Source: an optimization exercise on an open RTL-to-GDS flow (aim: a short achievable clock period and few clock cycles). Production flows keep margins and buffers that such runs may drop.
No functional check of the RTL was part of any run shown here.
Power and IR drop assume default switching activity.

`flow/run.sh`:
```
#!/bin/bash
# synth_recipe.tcl (not shown) runs the flow's synth.tcl, then flattens the netlist and writes it again
# the make line also repeats each setting of config.mk as NAME=value (left out here)
make -C /OpenROAD-flow-scripts/flow DESIGN_CONFIG=/design/flow/config.mk WORK_HOME=/design/flow/orfs CLKGATE_MAP_FILE= SYNTH_SCRIPT=/design/flow/synth_recipe.tcl finish
```
`flow/config.mk`:
```
export PLATFORM = sky130hd
export DESIGN_NAME = dfs_topological_sort_engine_core
export DESIGN_NICKNAME = dfs_topological_sort_engine_core
export VERILOG_FILES = /design/flow/design.v
export SDC_FILE = /design/flow/constraint.sdc
export NUM_CORES = 8
export LEC_CHECK = 0
export CAP_MARGIN = 20
export CORE_MARGIN = 2
export CORE_UTILIZATION = 30
export PLACE_DENSITY = 0.45
export SETUP_SLACK_MARGIN = 3
export SLEW_MARGIN = 20
```
`flow/constraint.sdc`:
```
create_clock -name core_clock -period 8.5 [get_ports {clk}]
set_input_delay 1.7000 -clock core_clock [delete_from_list [all_inputs] [get_ports {clk}]]
set_output_delay 1.7000 -clock core_clock [all_outputs]
set_load 0.01 [all_outputs]
```
`flow/design.v`:
```
`default_nettype none
package dfs_pkg;
    localparam int MAX_NODES = 32;
    typedef enum logic [2:0] {
        OP_ADD  = 3'd0,
        OP_REM  = 3'd1,
        OP_TEST = 3'd2,
        OP_FULL = 3'd3,
        OP_DEP  = 3'd4
    } op_t;
    typedef enum logic [2:0] {
        K_DONE  = 3'd0,
        K_EDGE  = 3'd1,
        K_NODE  = 3'd2,
        K_CYCLE = 3'd3,
        K_ERROR = 3'd4
    } kind_t;
endpackage
`default_nettype wire
`default_nettype none
module dfs_scan #(
    parameter int N = 32
) (
    input  wire logic [N-1:0] row,
    output logic [N-1:0]      first,   
    output logic [N-1:0]      rest,    
    output logic              any
);
    localparam int LG = $clog2(N);
    logic [N-1:0] pre [LG+1];
    logic [N-1:0] below;
    always_comb
    begin
        pre[0] = row;
        for (int s = 0; s < LG; s++)
        begin
            for (int i = 0; i < N; i++)
            begin
                if (i >= (1 << s))
                    pre[s+1][i] = pre[s][i] | pre[s][i - (1 << s)];
                else
                    pre[s+1][i] = pre[s][i];
            end
        end
        below = {pre[LG][N-2:0], 1'b0};
        first = row & ~below;
        rest  = row & below;
        any   = pre[LG][N-1];
    end
endmodule
`default_nettype wire
`default_nettype none
module dfs_topological_sort_engine_core (
    input  wire logic       clk,
    input  wire logic       rst_n,
    input  wire logic       start,
    output logic            busy,
    input  wire logic [2:0] op,
    input  wire logic [4:0] from_node,
    input  wire logic [4:0] to_node,
    input  wire logic       cfg_we,
    input  wire logic [5:0] cfg_wdata,
    output logic            out_valid,
    output logic [2:0]      kind,
    output logic [4:0]      node,
    output logic            edge_present,
    output logic            last
);
    localparam int N  = dfs_pkg::MAX_NODES;
    localparam int IW = $clog2(N);
    localparam int SD = N + 1;               
    localparam int FD = 64;                  
    localparam int FW = $clog2(FD);
    localparam logic [2:0] K_DONE  = 3'd0;
    localparam logic [2:0] K_EDGE  = 3'd1;
    localparam logic [2:0] K_NODE  = 3'd2;
    localparam logic [2:0] K_CYCLE = 3'd3;
    localparam logic [2:0] K_ERROR = 3'd4;
    function automatic logic [IW-1:0] enc(input logic [N-1:0] oh);
        logic [IW-1:0] r;
        r = '0;
        for (int i = 0; i < N; i++)
            if (oh[i])
                r = r | IW'(i);
        enc = r;
    endfunction
    function automatic logic [N-1:0] dec(input logic [IW-1:0] b);
        dec = N'(1) << b;
    endfunction
    logic [N-1:0] ltn;
    logic [5:0]   cfg_clamped;
    always_comb
    begin
        if (cfg_wdata == 6'd0)
            cfg_clamped = 6'd1;
        else if (int'(cfg_wdata) > N)
            cfg_clamped = 6'(N);
        else
            cfg_clamped = cfg_wdata;
    end
    always_ff @(posedge clk or negedge rst_n)
    begin
        if (!rst_n)
            ltn <= '1;
        else if (cfg_we)
            for (int i = 0; i < N; i++)
                ltn[i] <= (i < int'(cfg_clamped));
    end
    logic [N-1:0] adj [N];
    logic          c_valid;
    logic [2:0]    c_op;
    logic [IW-1:0] c_from, c_to;
    logic          take, fire, fire_walk;
    logic          from_ok, to_ok, c_walk, c_full;
    logic [IW-1:0] c_root;
    logic [7:0]    fifo [FD];
    logic [FW:0]   wr, rd, hold_ptr;
    logic          hold;
    logic [FW:0]   occ;
    logic          walk_active, cycw, w_full, bogus, peel_on;
    logic [N-1:0]  rem [N];                  
    logic [IW-1:0] lv_b  [SD];               
    logic [N-1:0]  lv_oh [3];                
    logic [SD-1:0] lvv;
    logic [N-1:0]  black, gray, peel_r;
    assign take      = start && !busy;
    assign from_ok   = ltn[c_from];
    assign to_ok     = ltn[c_to];
    assign c_full    = (c_op == dfs_pkg::OP_FULL);
    assign c_walk    = c_full || (c_op == dfs_pkg::OP_DEP && from_ok);
    assign c_root    = c_full ? '0 : c_from;
    assign occ       = wr - rd;
    assign fire      = c_valid && !walk_active
                       && (c_walk ? (occ <= (FW+1)'(FD - 36)) : (occ <= (FW+1)'(FD - 4)));
    assign fire_walk = fire && c_walk;
    assign busy      = c_valid && !fire;
    always_ff @(posedge clk or negedge rst_n)
    begin
        if (!rst_n)
            c_valid <= 1'b0;
        else
            c_valid <= take || (c_valid && !fire);
    end
    always_ff @(posedge clk)
    begin
        if (take)
        begin
            c_op   <= op;
            c_from <= from_node;
            c_to   <= to_node;
        end
    end
    always_ff @(posedge clk or negedge rst_n)
    begin
        if (!rst_n)
        begin
            for (int i = 0; i < N; i++)
                adj[i] <= '0;
        end
        else if (fire && from_ok && to_ok)
        begin
            if (c_op == dfs_pkg::OP_ADD)
                adj[c_from][c_to] <= 1'b1;
            else if (c_op == dfs_pkg::OP_REM)
                adj[c_from][c_to] <= 1'b0;
        end
    end
    logic [N-1:0] ca [N];
    logic [N-1:0] cb [N];
    logic [N-1:0] oha [N];
    logic [N-1:0] ohb [N];
    logic [N-1:0] resta [N];
    logic [N-1:0] restb [N];
    logic [N-1:0] hasa, hasb;
    for (genvar gi = 0; gi < N; gi++)
    begin : g_node
        assign ca[gi] = rem[gi] & ~black;
        assign cb[gi] = rem[gi] & ~black & ~lv_oh[0];
        dfs_scan #(.N(N)) u_sa (.row(ca[gi]), .first(oha[gi]), .rest(resta[gi]), .any(hasa[gi]));
        dfs_scan #(.N(N)) u_sb (.row(cb[gi]), .first(ohb[gi]), .rest(restb[gi]), .any(hasb[gi]));
    end
    logic          step;
    logic [N-1:0]  oh0, oh1, oh2, ohr, rest_r;
    logic          has0, has1, has2, hasr;
    logic [N-1:0]  white;
    logic          d1, d2;
    logic          pop0, pop1, push0, push1, push2, pushr, any_push, kid_push;
    logic          done_now, emit0, emit1;
    logic [N-1:0]  sel;
    logic [1:0]    shift;        
    assign step  = walk_active && !cycw;
    assign white = ~black & ~gray & ltn;
    assign d1    = lvv[1];
    assign d2    = lvv[2];
    dfs_scan #(.N(N)) u_sr (.row(white), .first(ohr), .rest(rest_r), .any(hasr));
    always_comb
    begin
        oh0  = '0;
        oh1  = '0;
        oh2  = '0;
        has0 = 1'b0;
        has1 = 1'b0;
        has2 = 1'b0;
        for (int i = 0; i < N; i++)
        begin
            if (lv_oh[0][i])
            begin
                oh0  = oh0 | oha[i];
                has0 = has0 | hasa[i];
            end
            if (lv_oh[1][i])
            begin
                oh1  = oh1 | oha[i];
                has1 = has1 | hasa[i];
            end
            if (lv_oh[2][i])
            begin
                oh2  = oh2 | ohb[i];
                has2 = has2 | hasb[i];
            end
        end
    end
    always_comb
    begin
        pop0  = !bogus && !has0;
        pop1  = pop0 && d1 && !has1;
        push0 = !bogus && has0;
        push1 = pop0 && d1 && has1;
        push2 = pop1 && d2 && has2;
        pushr = w_full && hasr && ((pop0 && !d1) || (pop1 && !d2));
        kid_push = push0 || push1 || push2;
        any_push = kid_push || pushr;
        emit0 = pop0;
        emit1 = pop1;
        if (w_full)
            done_now = !hasr && ((pop0 && !d1) || (pop1 && !d2));
        else
            done_now = (pop0 && !d1) || (pop1 && !d2) || (bogus && !lvv[2]);
        if (push0)
            sel = oh0;
        else if (push1)
            sel = oh1;
        else if (push2)
            sel = oh2;
        else
            sel = ohr;
        if (push0)
            shift = 2'd0;
        else if (push1)
            shift = 2'd1;
        else if (push2)
            shift = 2'd2;
        else
            shift = 2'd3;
    end
    logic [N-1:0] peel_next;
    logic         peel_acyc, peel_stuck;
    logic         has_succ, has_pred;
    always_comb
    begin
        has_succ = 1'b0;
        has_pred = 1'b0;
        for (int i = 0; i < N; i++)
        begin
            has_succ = |(adj[i] & peel_r);
            has_pred = 1'b0;
            for (int j = 0; j < N; j++)
                has_pred = has_pred | (adj[j][i] & peel_r[j]);
            peel_next[i] = peel_r[i] && has_succ && has_pred;
        end
        peel_acyc  = (peel_next == '0);
        peel_stuck = (peel_next == peel_r);
    end
    logic cyc_now;
    assign cyc_now = step && w_full && (bogus || (peel_on && peel_stuck && !peel_acyc));
    always_ff @(posedge clk)
    begin
        for (int i = 0; i < N; i++)
        begin
            if (fire_walk)
                rem[i] <= adj[i] & ltn;
            else if (step)
            begin
                if (push0 && lv_oh[0][i])
                    rem[i] <= resta[i];
                else if ((push1 && lv_oh[1][i]) || (push2 && lv_oh[2][i]))
                    rem[i] <= restb[i];
            end
        end
    end
    always_ff @(posedge clk)
    begin
        if (fire_walk)
        begin
            lv_b[0]  <= c_root;
            lv_oh[0] <= dec(c_root);
        end
        else if (step)
        begin
            if (any_push)
            begin
                lv_b[0]  <= enc(sel);
                lv_oh[0] <= sel;
            end
            else
            begin
                lv_b[0]  <= lv_b[2];
                lv_oh[0] <= lv_oh[2];
            end
            if (push0)
            begin
                lv_b[1]  <= lv_b[0];
                lv_oh[1] <= lv_oh[0];
            end
            else if (push1)
            begin
            end
            else if (push2)
            begin
                lv_b[1]  <= lv_b[2];
                lv_oh[1] <= lv_oh[2];
            end
            else
            begin
                lv_b[1]  <= lv_b[3];
                lv_oh[1] <= dec(lv_b[3]);
            end
            unique case (shift)
                2'd0:    lv_oh[2] <= lv_oh[1];
                2'd1:    lv_oh[2] <= lv_oh[2];
                2'd2:    lv_oh[2] <= dec(lv_b[3]);
                default: lv_oh[2] <= dec(lv_b[4]);
            endcase
            for (int i = 2; i < SD; i++)
            begin
                unique case (shift)
                    2'd0:
                        lv_b[i] <= lv_b[i-1];
                    2'd1:
                    begin
                    end
                    2'd2:
                        if (i + 1 < SD)
                            lv_b[i] <= lv_b[i+1];
                    default:
                        if (i + 2 < SD)
                            lv_b[i] <= lv_b[i+2];
                endcase
            end
        end
    end
    always_ff @(posedge clk)
    begin
        if (fire_walk)
        begin
            lvv    <= SD'(1);
            black  <= '0;
            gray   <= dec(c_root);
            bogus  <= 1'b0;
            w_full <= c_full;
            peel_r <= ltn;
        end
        else if (step)
        begin
            if (push0)
                lvv <= {lvv[SD-2:0], 1'b1};
            else if (push1)
                lvv <= lvv;
            else if (push2)
                lvv <= {1'b0, lvv[SD-1:1]};
            else if (pushr)
                lvv <= SD'(1);
            else
                lvv <= {2'b00, lvv[SD-1:2]};
            black <= black | (emit0 ? lv_oh[0] : '0) | (emit1 ? lv_oh[1] : '0);
            if (any_push)
                gray <= gray | sel;
            bogus  <= kid_push && |(sel & gray);
            peel_r <= peel_next;
        end
    end
    logic       we0, we1, we2;
    logic [7:0] wd0, wd1, wd2;
    logic [7:0] ex_beat;
    logic [FW:0] lim;
    always_comb
    begin
        if (c_op > dfs_pkg::OP_DEP || !from_ok
            || (c_op <= dfs_pkg::OP_TEST && !to_ok))
            ex_beat = {K_ERROR, 5'd0};
        else if (c_op == dfs_pkg::OP_TEST)
            ex_beat = {K_EDGE, 4'd0, adj[c_from][c_to]};
        else
            ex_beat = {K_DONE, 5'd0};
        we0 = 1'b0;
        we1 = 1'b0;
        we2 = 1'b0;
        wd0 = {K_DONE, 5'd0};
        wd1 = {K_DONE, 5'd0};
        wd2 = {K_DONE, 5'd0};
        if (step)
        begin
            we0 = 1'b1;
            we1 = 1'b1;
            we2 = 1'b1;
            if (emit0)
                wd0 = {K_NODE, lv_b[0]};
            if (emit1)
                wd1 = {K_NODE, lv_b[1]};
        end
        else if (cycw)
        begin
            we0 = 1'b1;
            wd0 = {K_CYCLE, 5'd0};
        end
        else if (fire && !c_walk)
        begin
            we0 = 1'b1;
            wd0 = ex_beat;
        end
    end
    always_ff @(posedge clk)
    begin
        if (we0)
            fifo[wr[FW-1:0]] <= wd0;
        if (we1)
            fifo[wr[FW-1:0] + FW'(1)] <= wd1;
        if (we2)
            fifo[wr[FW-1:0] + FW'(2)] <= wd2;
    end
    always_ff @(posedge clk or negedge rst_n)
    begin
        if (!rst_n)
        begin
            walk_active <= 1'b0;
            cycw        <= 1'b0;
            hold        <= 1'b0;
            peel_on     <= 1'b0;
            wr          <= '0;
        end
        else if (fire_walk)
        begin
            walk_active <= 1'b1;
            hold        <= c_full;
            peel_on     <= c_full;
        end
        else if (fire)
            wr <= wr + (FW+1)'(1);
        else if (cycw)
        begin
            wr          <= wr + (FW+1)'(1);
            cycw        <= 1'b0;
            walk_active <= 1'b0;
        end
        else if (step)
        begin
            if (cyc_now)
            begin
                wr      <= hold_ptr;
                cycw    <= 1'b1;
                hold    <= 1'b0;
                peel_on <= 1'b0;
            end
            else
            begin
                wr <= wr + (FW+1)'(emit0) + (FW+1)'(emit1) + (FW+1)'(done_now);
                if (done_now)
                begin
                    walk_active <= 1'b0;
                    hold        <= 1'b0;
                    peel_on     <= 1'b0;
                end
                else if (peel_on && peel_acyc)
                begin
                    hold    <= 1'b0;
                    peel_on <= 1'b0;
                end
            end
        end
    end
    always_ff @(posedge clk)
    begin
        if (fire_walk)
            hold_ptr <= wr;
    end
    logic [7:0] rbeat;
    assign lim   = hold ? hold_ptr : wr;
    assign rbeat = fifo[rd[FW-1:0]];
    always_ff @(posedge clk or negedge rst_n)
    begin
        if (!rst_n)
        begin
            rd        <= '0;
            out_valid <= 1'b0;
        end
        else if (rd != lim)
        begin
            rd        <= rd + (FW+1)'(1);
            out_valid <= 1'b1;
        end
        else
            out_valid <= 1'b0;
    end
    always_ff @(posedge clk)
    begin
        kind         <= rbeat[7:5];
        node         <= (rbeat[7:5] == K_NODE) ? rbeat[4:0] : 5'd0;
        edge_present <= (rbeat[7:5] == K_EDGE) ? rbeat[0] : 1'b0;
        last         <= (rbeat[7:5] != K_NODE);
    end
endmodule
`default_nettype wire
```
==> results of run 1 <==
[worst max path at each step]
stage / startpoint / end / depth (start not counted)
floorplan: rem[14][20] / lv_b[10][0] / 14
global placement: black[11] / lv_oh[0][0] / 24
detailed placement: lv_oh[0][0] / lv_oh[0][0] / 20
CTS: lv_oh[0][3] / lv_b[0][3] / 21
[stage by stage]
stage / setup TNS, ns / std cells / setup WS, ns / util
global placement: -3.99 / 38900 / -0.728 / 0.353
detailed placement: -3.78 / 38900 / -0.716 / 0.353
floorplan: 0 / 27800 / 2.13 / -
CTS: 0 / 40000 / 1.90 / 0.381
[per-layer routing]
layer / GRT overflow / GRT usage
met1: 1222 / 0.898
met2: 4593 / 0.968
met3: 1258 / 0.832
met4: 2133 / 0.833
met5: 132 / 0.705
[repair_timing]
item	CTS
gates cloned	24
setup endpoints to repair	4301
gates resized for setup	630
pin swaps	128
buffers inserted	345
[synthesized netlist by cell type, drive strengths merged, types with 588 or more instances]
master	number
nand2	2749
o21ai	2245
clkbuf	2212
nand3	1857
nor2	1752
edfxtp	1370
o31ai	1369
a21oi	1339
a22oi	1079
dfrtp	1043
nand4	970
nor3	935
nor2b	933
a221oi	626
dfxtp	588
[power groups by stage]
| stage | sequential [mW] | clock (mW) | combinational, mW |
|---|---|---|---|
| 3_5_place_dp | 22.7 | 0 | 55.1 |
| 2_1_floorplan | 20.7 | 0 | 22.1 |
| 4_1_cts | 22.2 | 18.6 | 57.6 |
| 3_3_place_gp | 22.8 | 0 | 55.0 |
[logic make-up after synthesis]
kind of cell / Yosys count
mux: 318
simple gates: 12000
xor+xnor: 32
compound gates: 9565
flops: 3033
buf+inv: 2858
fa+ha+maj: 17
==> flow_metrics.py, run 1 <==
metrics = {
    "synthesis": {
        "synth-simple-area-share": 0.277,
        "synth_mux_area_frac": 0.0244,
        "synth.cell_area_um2": 226000,
        "async_flop_share": 0.354,
        "synth_area_leader_cell": "edfxtp_1",
        "ys.flop_type": "edfxtp_1",
        "synth_warnings": 19,
        "syn_inst": 27800,
        "synth_top_area_frac": 0.182,
        "synth_top_family_by_area": "compound AO/OA/AOI/OAI gates",
        "ys_seq_area_frac": 0.354,
        "synth_area_leaders": "edfxtp_1 18%, dfrtp_1 12%, dfxtp_1 5.2%",
        "ys_types": 132,
        "synth-seq-cells": 3033,
        "syn_nets": 27800,
        "yosys.area_share.xor_xnor": 0.00124,
        "synth_edf_count": 1370,
        "synthAdderAreaFrac": 0.00104,
        "syn_area_per_cell_um2": 8.12,
        "synth_compound_gate_area_share": 0.292,
    },
    "die": {
        "dieWidth_um": 871,
        "ioPinCount": 35,
        "start_util": 0.301,
        "rows": 318,
        "chipHeight_um": 871,
    },
    "run_status": {
        "status": "stopped before the end",
        "stop_stage": "5_1_grt",
        "error": "[ERROR GRT-0116] Global routing finished with congestion. Check the congestion regions in the DRC Viewer.",
    },
    "place": {
        "io_buffers": 34,
        "hpwl_mm": 2440,
        "gp_congestion": 1.54,
        "place_area_um2": 265000,
    },
    "global_routing": {
        "grt_pass1_wl_mm": 4610,
        "grt_pass1_vias": 375000,
        "grt_start_max_net_pins": 192,
        "track_usage": 0.889,
        "globalRouteOverflowTotal": 9338,
    },
    "cts": {
        "cts_max_level": 5,
        "numCtsBuffers": 401,
        "cts_sinks": 3033,
        "clk_path_buf_depth": 4,
        "cts_root_buf": "clkbuf_16",
        "hold_buffers": 0,
    },
}
==> run 2, diff against run 1 <==
--- a/flow/design.v
+++ b/flow/design.v
@@ -89,2 +89,8 @@
     endfunction
+    function automatic logic [N-1:0] above(input logic [IW-1:0] b);
+        logic [N-1:0] r;
+        for (int i = 0; i < N; i++)
+            r[i] = (i > int'(b));
+        above = r;
+    endfunction
     logic [N-1:0] ltn;
@@ -120,3 +126,4 @@
     logic          walk_active, cycw, w_full, bogus, peel_on;
-    logic [N-1:0]  rem [N];                  
+    logic          fresh;                    
+    logic [IW-1:0] lastc;                    
     logic [IW-1:0] lv_b  [SD];               
@@ -124,3 +131,4 @@
     logic [SD-1:0] lvv;
-    logic [N-1:0]  black, gray, peel_r;
+    logic [N-1:0]  avail, gray, peel_r, gray_chk;    
+    logic          kid_pushed;
     assign take      = start && !busy;
@@ -167,18 +175,6 @@
     end
-    logic [N-1:0] ca [N];
-    logic [N-1:0] cb [N];
-    logic [N-1:0] oha [N];
-    logic [N-1:0] ohb [N];
-    logic [N-1:0] resta [N];
-    logic [N-1:0] restb [N];
-    logic [N-1:0] hasa, hasb;
-    for (genvar gi = 0; gi < N; gi++)
-    begin : g_node
-        assign ca[gi] = rem[gi] & ~black;
-        assign cb[gi] = rem[gi] & ~black & ~lv_oh[0];
-        dfs_scan #(.N(N)) u_sa (.row(ca[gi]), .first(oha[gi]), .rest(resta[gi]), .any(hasa[gi]));
-        dfs_scan #(.N(N)) u_sb (.row(cb[gi]), .first(ohb[gi]), .rest(restb[gi]), .any(hasb[gi]));
-    end
     logic          step;
-    logic [N-1:0]  oh0, oh1, oh2, ohr, rest_r;
+    logic [N-1:0]  row0, row1, row2;
+    logic [N-1:0]  oh0, oh1, oh2, ohr;
+    logic [N-1:0]  rest0, rest1, rest2, rest_r;
     logic          has0, has1, has2, hasr;
@@ -188,17 +184,14 @@
     logic          done_now, emit0, emit1;
-    logic [N-1:0]  sel;
+    logic [N-1:0]  sel, blacken;
     logic [1:0]    shift;        
     assign step  = walk_active && !cycw;
-    assign white = ~black & ~gray & ltn;
+    assign white = avail & ~gray;
     assign d1    = lvv[1];
     assign d2    = lvv[2];
-    dfs_scan #(.N(N)) u_sr (.row(white), .first(ohr), .rest(rest_r), .any(hasr));
+    assign bogus = kid_pushed && |(lv_oh[0] & gray_chk);
     always_comb
     begin
-        oh0  = '0;
-        oh1  = '0;
-        oh2  = '0;
-        has0 = 1'b0;
-        has1 = 1'b0;
-        has2 = 1'b0;
+        row0 = '0;
+        row1 = '0;
+        row2 = '0;
         for (int i = 0; i < N; i++)
@@ -206,18 +199,16 @@
             if (lv_oh[0][i])
-            begin
-                oh0  = oh0 | oha[i];
-                has0 = has0 | hasa[i];
-            end
+                row0 = row0 | adj[i];
             if (lv_oh[1][i])
-            begin
-                oh1  = oh1 | oha[i];
-                has1 = has1 | hasa[i];
-            end
+                row1 = row1 | adj[i];
             if (lv_oh[2][i])
-            begin
-                oh2  = oh2 | ohb[i];
-                has2 = has2 | hasb[i];
-            end
+                row2 = row2 | adj[i];
         end
-    end
+        row0 = row0 & avail & (fresh ? '1 : above(lastc));
+        row1 = row1 & avail & above(lv_b[0]);
+        row2 = row2 & avail & above(lv_b[1]) & ~lv_oh[0];
+    end
+    dfs_scan #(.N(N)) u_s0 (.row(row0),  .first(oh0), .rest(rest0),  .any(has0));
+    dfs_scan #(.N(N)) u_s1 (.row(row1),  .first(oh1), .rest(rest1),  .any(has1));
+    dfs_scan #(.N(N)) u_s2 (.row(row2),  .first(oh2), .rest(rest2),  .any(has2));
+    dfs_scan #(.N(N)) u_sr (.row(white), .first(ohr), .rest(rest_r), .any(hasr));
     always_comb
@@ -275,17 +266,3 @@
     assign cyc_now = step && w_full && (bogus || (peel_on && peel_stuck && !peel_acyc));
-    always_ff @(posedge clk)
-    begin
-        for (int i = 0; i < N; i++)
-        begin
-            if (fire_walk)
-                rem[i] <= adj[i] & ltn;
-            else if (step)
-            begin
-                if (push0 && lv_oh[0][i])
-                    rem[i] <= resta[i];
-                else if ((push1 && lv_oh[1][i]) || (push2 && lv_oh[2][i]))
-                    rem[i] <= restb[i];
-            end
-        end
-    end
+    assign blacken = (emit0 ? lv_oh[0] : '0) | (emit1 ? lv_oh[1] : '0);
     always_ff @(posedge clk)
@@ -296,2 +273,3 @@
             lv_oh[0] <= dec(c_root);
+            fresh    <= 1'b1;
         end
@@ -303,2 +281,3 @@
                 lv_oh[0] <= sel;
+                fresh    <= 1'b1;
             end
@@ -308,2 +287,4 @@
                 lv_oh[0] <= lv_oh[2];
+                fresh    <= 1'b0;
+                lastc    <= lv_b[1];
             end
@@ -356,5 +337,5 @@
             lvv    <= SD'(1);
-            black  <= '0;
+            avail  <= ltn;
             gray   <= dec(c_root);
-            bogus  <= 1'b0;
+            kid_pushed <= 1'b0;
             w_full <= c_full;
@@ -374,6 +355,7 @@
                 lvv <= {2'b00, lvv[SD-1:2]};
-            black <= black | (emit0 ? lv_oh[0] : '0) | (emit1 ? lv_oh[1] : '0);
+            avail <= avail & ~blacken;
             if (any_push)
                 gray <= gray | sel;
-            bogus  <= kid_push && |(sel & gray);
+            gray_chk   <= gray;
+            kid_pushed <= kid_push;
             peel_r <= peel_next;
--- a/flow/config.mk
+++ b/flow/config.mk
@@ -9,4 +9,3 @@
 export CORE_MARGIN = 2
-export CORE_UTILIZATION = 30
-export PLACE_DENSITY = 0.45
+export CORE_UTILIZATION = 40
 export SETUP_SLACK_MARGIN = 3
==> flow_metrics.py, run 2 <==
metrics = {
    "global_routing": {
        "grt_start_max_net_pins": 212,
        "track_usage": 0.913,
        "grt_pass1_vias": 187000,
        "globalRouteOverflowTotal": 3006,
        "grt_pass1_wl_mm": 2050,
    },
    "die": {
        "dieWidth_um": 569,
        "chipHeight_um": 569,
        "start_util": 0.402,
        "rows": 207,
        "ioPinCount": 35,
    },
    "synthesis": {
        "synth_warnings": 6,
        "synth_edf_count": 415,
        "syn_area_per_cell_um2": 9.09,
        "synth.cell_area_um2": 128000,
        "synthTopCellsByCount": "2694 x a22oi_1, 1201 x o21ai_0, 1196 x clkbuf_1",
        "syn_nets": 14100,
        "syn_inst": 14100,
        "synth.most_common_cell": "a22oi_1",
        "synth_area_leaders": "dfrtp_1 20%, a22oi_1 16%, edfxtp_1 9.8%",
        "synth_top_area_frac": 0.204,
        "synth-seq-cells": 2047,
        "ys_seq_area_frac": 0.396,
        "async_flop_share": 0.525,
        "synth_area_leader_cell": "dfrtp_1",
        "ys_types": 97,
        "ys.flop_type": "dfrtp_1",
    },
    "cts": {
        "cts_root_buf": "clkbuf_16",
        "cts_sinks": 2047,
        "numCtsBuffers": 231,
        "clk_path_buf_depth": 4,
        "hold_buffers": 0,
        "cts_max_level": 4,
    },
    "place": {
        "place_area_um2": 138000,
        "gp_congestion": 1.39,
        "io_buffers": 34,
        "placed_cells": 17900,
        "hpwl_mm": 947,
        "place_ws_ns": 1.23,
    },
    "run_status": {
        "status": "stopped before the end",
        "stop_stage": "5_1_grt",
        "error": "[ERROR GRT-0116] Global routing finished with congestion. Check the congestion regions in the DRC Viewer.",
    },
}
[run 2: cell types whose count changed after synthesis, sizes merged, moves of 1016 or more]
cell and delta:
a22oi +1619, clkbuf -1016, nand2 -1655, nand3 -1601, nor2 -1164, o21ai -1037
[run 2: power groups by stage]
stage                     combinational (mW)  clock [mW]  sequential, mW
after detailed placement                19.3           0            13.7
after CTS                               21.3        10.7            13.0
after floorplan                         9.14           0            12.4
after global placement                  19.2           0            13.7
[run 2: worst min-delay path by stage]
stage	start	endpoint	slack, ns	depth (start not counted)
global placement	gray[16]	gray_chk[16]	0.45	0
CTS	gray[16]	gray_chk[16]	0.46	0
detailed placement	gray[16]	gray_chk[16]	0.45	0
floorplan	lv_b[1][3]	lastc[3]	0.42	0
[run 2: what timing repair did]
item,CTS
setup endpoints to repair,2077
pin swaps,71
cloned,24
gates resized for setup,280
setup buffers,247
[run 2: kinds of logic after synthesis]
family / count (synthesis) / synth area share
AOI/OAI and AO/OA: 6796 / 0.376
DFF: 2047 / 0.396
buffers and inverters: 1617 / 0.0530
muxes: 428 / 0.0521
and+or+nand+nor: 3125 / 0.120
xor gates and xnor gates: 27 / 0.00185
adders and majority gates: 17 / 0.00184
[run 2: per-layer routing]
layer / overflow / global-route usage
met3: 352 / 0.864
met1: 274 / 0.920
met5: 48 / 0.730
met2: 1349 / 0.976
met4: 983 / 0.877
==> run 3, diff against run 2 <==
--- a/flow/config.mk
+++ b/flow/config.mk
@@ -9,3 +9,4 @@
 export CORE_MARGIN = 2
-export CORE_UTILIZATION = 40
+export CORE_UTILIZATION = 30
+export PLACE_DENSITY = 0.5
 export SETUP_SLACK_MARGIN = 3
==> flow_metrics.py, run 3 <==
metrics = {
    "run_status": {
        "status": "stopped before the end",
        "stop_stage": "5_1_grt",
        "error": "[ERROR GRT-0232] Routing congestion too high. Check the congestion heatmap in the GUI.",
    },
    "place": {
        "gp_congestion": 1.30,
        "io_buffers": 34,
        "hpwl_mm": 1080,
        "placed_cells": 19600,
        "place_ws_ns": 1.22,
    },
    "synthesis": {
        "syn_inst": 14100,
        "synth.cell_area_um2": 128000,
        "synthTopCellsByCount": "2694 x a22oi_1, 1201 x o21ai_0, 1196 x clkbuf_1",
        "synth_area_leaders": "dfrtp_1 20%, a22oi_1 16%, edfxtp_1 9.8%",
        "async_flop_share": 0.525,
        "ys.flop_type": "dfrtp_1",
        "ys_seq_area_frac": 0.396,
        "synth_warnings": 6,
        "syn_area_per_cell_um2": 9.09,
        "synth_area_leader_cell": "dfrtp_1",
        "synth.most_common_cell": "a22oi_1",
        "ys_types": 97,
        "synth_top_area_frac": 0.204,
        "syn_nets": 14100,
        "synth_edf_count": 415,
        "synth-seq-cells": 2047,
    },
    "cts": {
        "cts_root_buf": "clkbuf_16",
        "cts_max_level": 4,
        "clk_path_buf_depth": 4,
        "cts_sinks": 2047,
        "hold_buffers": 0,
        "numCtsBuffers": 244,
    },
    "global_routing": {
        "grt_start_max_net_pins": 212,
        "globalRouteOverflowTotal": 1,
        "track_usage": 0.723,
    },
    "die": {
        "rows": 239,
        "dieWidth_um": 657,
        "start_util": 0.301,
        "ioPinCount": 35,
        "chipHeight_um": 657,
    },
}
## run 3: cell counts after synthesis
Identical to the previous run, type by type.
## run 3: timing repair
item,4_1_cts
gates cloned,10
setup buffers,224
pin swaps,92
endpoints found under the setup margin,1802
resized for setup,274
## run 3: power by group through the flow
stage          clock network [mW]  logic, mW  registers, mW
3_5_place_dp                    0       20.9           13.6
4_1_cts                      11.4       22.7           13.0
3_3_place_gp                    0       20.9           13.7
2_1_floorplan                   0       9.14           12.4
## run 3: layer usage
metal / overflow / GRT usage
met2: 0 / 0.836
met1: 0 / 0.740
met4: 0 / 0.682
met5: 0 / 0.444
met3: 1 / 0.608
## run 3: worst max path at each step
stage | depth (start not counted) | end | startpoint
3_3_place_gp | 21 | wr[4] | lv_oh[1][23]
2_1_floorplan | 13 | lvv[0] | lv_oh[0][8]
3_5_place_dp | 23 | wr[4] | lv_oh[0][22]
4_1_cts | 17 | flip-flop | c_from[0]
## run 3: per-stage QoR
step           power, mW  instance area [um^2]
2_1_floorplan       21.5                128000
3_3_place_gp        34.7                142000
3_5_place_dp        34.6                143000
4_1_cts             47.1                155000
## run 3: cells by family after synthesis
family | count (synthesis) | share of synthesized area
buffers and inverters | 1617 | 0.0530
DFF | 2047 | 0.396
and+or+nand+nor | 3125 | 0.120
AOI/OAI and AO/OA | 6796 | 0.376
muxes | 428 | 0.0521
xor gates and xnor gates | 27 | 0.00185
adders and majority gates | 17 | 0.00184
